From an optimization exercise on the open Yosys and OpenROAD flow, aimed at small area; shortcuts taken in it are not production practice. Only simulation tests tie the RTL to the original design; equivalence was not proved. Power and IR drop assume default switching activity. The flow treats the clock pin as an ideal source, which a real chip does not have.

run B:
// register_file
module register_file #(
  parameter int                    DATA_WIDTH     = 32,
  parameter int                    ADDR_WIDTH     = 5,
  parameter logic [DATA_WIDTH-1:0] SP_RESET_VALUE = 32'h0000_03FC
) (
  input  logic                  clk,
  input  logic                  reset,
  input  logic                  RegWrite,
  input  logic [ADDR_WIDTH-1:0] WriteRegister,
  input  logic [DATA_WIDTH-1:0] WriteData,
  input  logic [ADDR_WIDTH-1:0] ReadRegister1,
  input  logic [ADDR_WIDTH-1:0] ReadRegister2,
  output logic [DATA_WIDTH-1:0] ReadData1,
  output logic [DATA_WIDTH-1:0] ReadData2
);
  localparam int DEPTH    = 2 ** ADDR_WIDTH;
  localparam int SP_INDEX = 29;
  logic                             phase;
  logic [DEPTH-1:1][DATA_WIDTH-1:0] regs_q;
  logic [DEPTH-1:1][DATA_WIDTH-1:0] regs_d;
  always_ff @(posedge clk) begin
    if (reset) phase <= 1'b0;
    else       phase <= ~phase;
  end
  logic [DATA_WIDTH-1:0] col_plain;
  logic [DATA_WIDTH-1:0] col_sp;
  assign col_plain = reset ? '1              : WriteData ^ {DATA_WIDTH{phase}};
  assign col_sp    = reset ? ~SP_RESET_VALUE : WriteData ^ {DATA_WIDTH{phase}};
  for (genvar i = 1; i < DEPTH; i++) begin : g_row
    logic wr, hold;
    assign wr   = reset | (RegWrite & (WriteRegister == ADDR_WIDTH'(i)));
    assign hold = ~wr;
    logic [DATA_WIDTH-1:0] col;
    assign col = (i == SP_INDEX) ? col_sp : col_plain;
    for (genvar b = 0; b < DATA_WIDTH; b++) begin : g_bit
      rf_oai22 u_nx (.a1(regs_q[i][b]), .a2(wr), .b1(col[b]), .b2(hold),
                     .y(regs_d[i][b]));
    end
  end
  always_ff @(posedge clk) begin
    regs_q <= regs_d;
  end
  logic [DEPTH-1:1] sel1, sel2;
  for (genvar i = 1; i < DEPTH; i++) begin : g_sel
    assign sel1[i] = (ReadRegister1 == ADDR_WIDTH'(i));
    assign sel2[i] = (ReadRegister2 == ADDR_WIDTH'(i));
  end
  logic x1, x2;
  assign x1 = phase & (ReadRegister1 != '0);
  ...
Size: about 3300 cells after synthesis, about 990 flip-flops, roughly 110 I/O pins, roughly 36000 sq um of cells after synthesis.
export LEC_CHECK = 0
export CAP_MARGIN = 20
export CORE_MARGIN = 2
export CORE_UTILIZATION = 50
export SLEW_MARGIN = 20
export SYNTH_HIERARCHICAL = 1
export SYNTH_MINIMUM_KEEP_SIZE = 0
create_clock -name core_clock -period 8.0 [get_ports {clk}]
standard.sh (not shown) runs the stock make flow with config.mk's settings and CLKGATE_MAP_FILE= SYNTH_SCRIPT=/design/flow/synth_recipe.tcl, a recipe that flattens the netlist after the stock synthesis.
==> flow/flow/run.sh <==
#!/bin/bash
# Standard layout with these changes:
#  - ports are buffered with the smallest buffer (buf_1);
#  - after placement, the buffers that repair_design inserted are removed
#    (port buffers stay) and the design is repaired again with buffers no
#    larger than buf_2, twice (flow/rebuf.tcl);
#  - the clock tree uses clkbuf_8 leaf buffers over clusters of 18 sinks and
#    clkbuf_16 above them, with no dummy loads;
#  - the later repair steps may not use buffers larger than buf_2 either.
set -euo pipefail
export BUFFER_PORTS_ARGS="-buffer_cell sky130_fd_sc_hd__buf_1"
export CTS_ARGS="-sink_clustering_enable -repair_clock_nets -dont_use_dummy_load -buf_list sky130_fd_sc_hd__clkbuf_16 -sink_clustering_buffer sky130_fd_sc_hd__clkbuf_8 -sink_clustering_size 18 -sink_clustering_max_diameter 80"
bash standard.sh place > place.log 2>&1
RES_DIR=$PWD/orfs/results/sky130hd/register_file/base REBUF_PASSES=2 \
  openroad -no_init -exit flow/rebuf.tcl > rebuf.log 2>&1
export DONT_USE_CELLS="sky130_fd_sc_hd__buf_4 sky130_fd_sc_hd__buf_6 sky130_fd_sc_hd__buf_8 sky130_fd_sc_hd__buf_12 sky130_fd_sc_hd__buf_16 sky130_fd_sc_hd__bufbuf_8 sky130_fd_sc_hd__bufbuf_16 sky130_fd_sc_hd__clkbuf_1 sky130_fd_sc_hd__clkbuf_2 sky130_fd_sc_hd__clkbuf_4"
bash standard.sh > finish.log 2>&1
==> flow/flow/rebuf.tcl <==
# Re-run design repair on the placed design with the smaller buffers only:
# remove the buffers that repair inserted (port buffers stay), then repair
# max slew / max capacitance with buffers no larger than buf_2.
set P $::env(FLOW_HOME)/platforms/sky130hd
set R $::env(RES_DIR)
set slew_margin [expr {[info exists ::env(SLEW_MARGIN)] ? $::env(SLEW_MARGIN) : 20}]
set cap_margin [expr {[info exists ::env(CAP_MARGIN)] ? $::env(CAP_MARGIN) : 20}]
read_lef $P/lef/sky130_fd_sc_hd.tlef
read_lef $P/lef/sky130_fd_sc_hd_merged.lef
read_liberty $P/lib/sky130_fd_sc_hd__tt_025C_1v80.lib
read_db $R/3_place.odb
read_sdc $R/3_place.sdc
source $P/setRC.tcl
set_dont_use [get_lib_cells {sky130_fd_sc_hd__probe_p_8 sky130_fd_sc_hd__probec_p_8 sky130_fd_sc_hd__lpflow_* sky130_fd_sc_hd__buf_4 sky130_fd_sc_hd__buf_6 sky130_fd_sc_hd__buf_8 sky130_fd_sc_hd__buf_12 sky130_fd_sc_hd__buf_16 sky130_fd_sc_hd__clkbuf_* sky130_fd_sc_hd__bufbuf_* sky130_fd_sc_hd__clkdlybuf* sky130_fd_sc_hd__dlygate* sky130_fd_sc_hd__dlymetal*}]
estimate_parasitics -placement
puts "buffers before: [llength [get_cells -filter "ref_name=~*buf*"]]"
puts "area before [expr [rsz::design_area]*1e12]"
set passes [expr {[info exists ::env(REBUF_PASSES)] ? $::env(REBUF_PASSES) : 2}]
for {set pass 0} {$pass < $passes} {incr pass} {
set block [ord::get_db_block]
set rm {}
set keep {}
foreach inst [$block getInsts] {
  set m [$inst getMaster]
  if {![regexp {__(buf|clkbuf)_[0-9]+$} [$m getName]]} { continue }
  set port 0
  foreach it [$inst getITerms] {
    set n [$it getNet]
    if {$n ne "NULL" && [llength [$n getBTerms]] > 0} { set port 1 }
  }
  if {!$port} { lappend rm [$inst getName] } else { lappend keep [$inst getName] }
}
set_dont_touch [get_cells $keep]
puts "removing [llength $rm] buffers"
remove_buffers [get_cells $rm]
puts "area after remove [expr [rsz::design_area]*1e12]"
repair_design -slew_margin $slew_margin -cap_margin $cap_margin
puts "area after repair [expr [rsz::design_area]*1e12]"
}
unset_dont_touch [get_cells $keep]
detailed_placement
check_placement -verbose
estimate_parasitics -placement
report_worst_slack -max
report_worst_slack -min
report_check_types -max_slew -max_capacitance -violators
puts "buffers after: [llength [get_cells -filter "ref_name=~*buf*"]]"
write_db $R/3_place.odb
Setup changes, run B to run A
==> flow/flow/run.sh <==
#!/bin/bash
# Standard layout with three changes:
#  - ports are buffered with the smallest buffer;
#  - after placement, the buffers that repair_design inserted are removed and
#    the design is repaired again with buffers no larger than buf_2 (twice);
#  - the clock tree uses clkbuf_16 over larger sink clusters, no dummy loads.
set -euo pipefail
export BUFFER_PORTS_ARGS="-buffer_cell sky130_fd_sc_hd__buf_1"
export CTS_ARGS="-sink_clustering_enable -repair_clock_nets -dont_use_dummy_load -buf_list sky130_fd_sc_hd__clkbuf_16 -sink_clustering_size 25 -sink_clustering_max_diameter 80"
bash standard.sh place > place.log 2>&1
RES_DIR=$PWD/orfs/results/sky130hd/register_file/base REBUF_PASSES=2 \
  openroad -no_init -exit flow/rebuf.tcl > rebuf.log 2>&1
bash standard.sh > finish.log 2>&1
--- a/flow/flow/rebuf.tcl
+++ b/flow/flow/rebuf.tcl
@@ -15,3 +15,2 @@
 estimate_parasitics -placement
-puts "buffers before: [llength [get_cells -filter "ref_name=~*buf*"]]"
 puts "area before [expr [rsz::design_area]*1e12]"
@@ -21,3 +20,2 @@
 set rm {}
-set keep {}
 foreach inst [$block getInsts] {
@@ -30,5 +28,4 @@
   }
-  if {!$port} { lappend rm [$inst getName] } else { lappend keep [$inst getName] }
+  if {!$port} { lappend rm [$inst getName] }
 }
-set_dont_touch [get_cells $keep]
 puts "removing [llength $rm] buffers"
@@ -39,3 +36,2 @@
 }
-unset_dont_touch [get_cells $keep]
 detailed_placement
@@ -46,3 +42,2 @@
 report_check_types -max_slew -max_capacitance -violators
-puts "buffers after: [llength [get_cells -filter "ref_name=~*buf*"]]"
 write_db $R/3_place.odb
### Flow results
- In the reports for run B and run A, the larger total vias in the final route belongs to run B.
- The wire length of the first global-routing pass of run A was superior to that of run B.
- For met1 layer usage reported by global route, run B and run A come out practically identical.
- Relative to run B, routing usage on met2 decreased by 0.71 points in run A.
- Re clock power: run B was lower than run A.

## maple
register_file, a different RTL version from the one above (not shown whole).
Size: roughly 990 flip-flops.
clock: 8.0 ns
lec_check: 0
cap_margin: 20
core_margin: 2
core_utilization: 40
slew_margin: 20
synth_hierarchical: 1
synth_minimum_keep_size: 0
==> flow/flow/run.sh <==
#!/bin/bash
# Standard layout with two changes: ports are buffered with the smallest
# buffer, and the clock tree uses clkbuf_16 over larger sink clusters with no
# dummy loads.
set -euo pipefail
export BUFFER_PORTS_ARGS="-buffer_cell sky130_fd_sc_hd__buf_1"
export CTS_ARGS="-sink_clustering_enable -repair_clock_nets -dont_use_dummy_load -buf_list sky130_fd_sc_hd__clkbuf_16 -sink_clustering_size 30 -sink_clustering_max_diameter 100"
bash standard.sh > standard.log 2>&1
Per the final summary, maple finished and its layout is clean on timing, DRC and antenna.
--- input diff maple..oak ---
==> flow/run.sh (new file) <==
#!/bin/bash
# synth_recipe.tcl (not shown) runs the flow's synth.tcl, then flattens the netlist and writes it again
# the make line also repeats each setting of config.mk as NAME=value (left out here)
make -C /OpenROAD-flow-scripts/flow DESIGN_CONFIG=/design/flow/config.mk WORK_HOME=/design/flow/orfs CLKGATE_MAP_FILE= SYNTH_SCRIPT=/design/flow/synth_recipe.tcl finish
removed: flow/flow/run.sh
removed: flow/standard.sh
Findings:
Number of flip-flops and latches across maple and oak: no real change.
Between maple and oak, fraction of the core area covered by cells at the end of the flow is lower for maple, oak comes in above that.
oak vs maple: final net count up by a few percent
Number of DRC violations after detailed-routing iteration 0: lower on oak
Share of power burned in the clock network: oak > maple
Looking at global-route usage, oak sits 1.6 points higher than maple does.
Cell count in oak is about 5% higher than in maple
Via count of the first global-routing pass (oak vs. maple) increases by a few percent
Sort maple and oak by post-route fraction of the period consumed by the critical path, ascending, and maple comes first.
As far as total negative setup slack is concerned, oak and maple perform about the same.

static timing again, ports no longer ideal:
In the flow no input, the clock included, has a driving cell. The finished layouts below were timed again as built, in two steps.
Step 1 (the two cells are an assumption about what drives the block):
set clk [get_ports {clk}]
set_driving_cell -lib_cell sky130_fd_sc_hd__clkbuf_16 $clk
set_driving_cell -lib_cell sky130_fd_sc_hd__buf_2 [delete_from_list [all_inputs] $clk]
Step 2 moves the port delays by t, midway between the first and last clock arrival at a register: inputs arrive t later, outputs are due t later. That takes back most of the time a late clock gives input paths.
a / b / c = no drivers / after step 1 / after step 2; a / b = the first two.
run	shift t [ns]	slack for setup (ns)	worst setup path at the end	max-slew violations	max-capacitance violations	cell pins on the clock port's net
run B	0.692	1.278 / 1.240 / 1.240	input to output	0 / 0	0 / 0	1
run A	0.704	1.665 / 1.558 / 1.558	input to output	0 / 104	0 / 1	1
maple	0.678	1.471 / 1.361 / 1.361	input to output	0 / 0	0 / 0	1
oak	0.747	0.893 / 0.822 / 0.822	input to output	0 / 0	0 / 0	1
After both steps setup and hold are still met in every run listed. The drivers bring new slew violations in run A. With drivers on, capacitance violations rise in run A. The setup slack of maple, which loses most, moves by -0.110 ns with the drivers and by -0.110 ns with both steps.
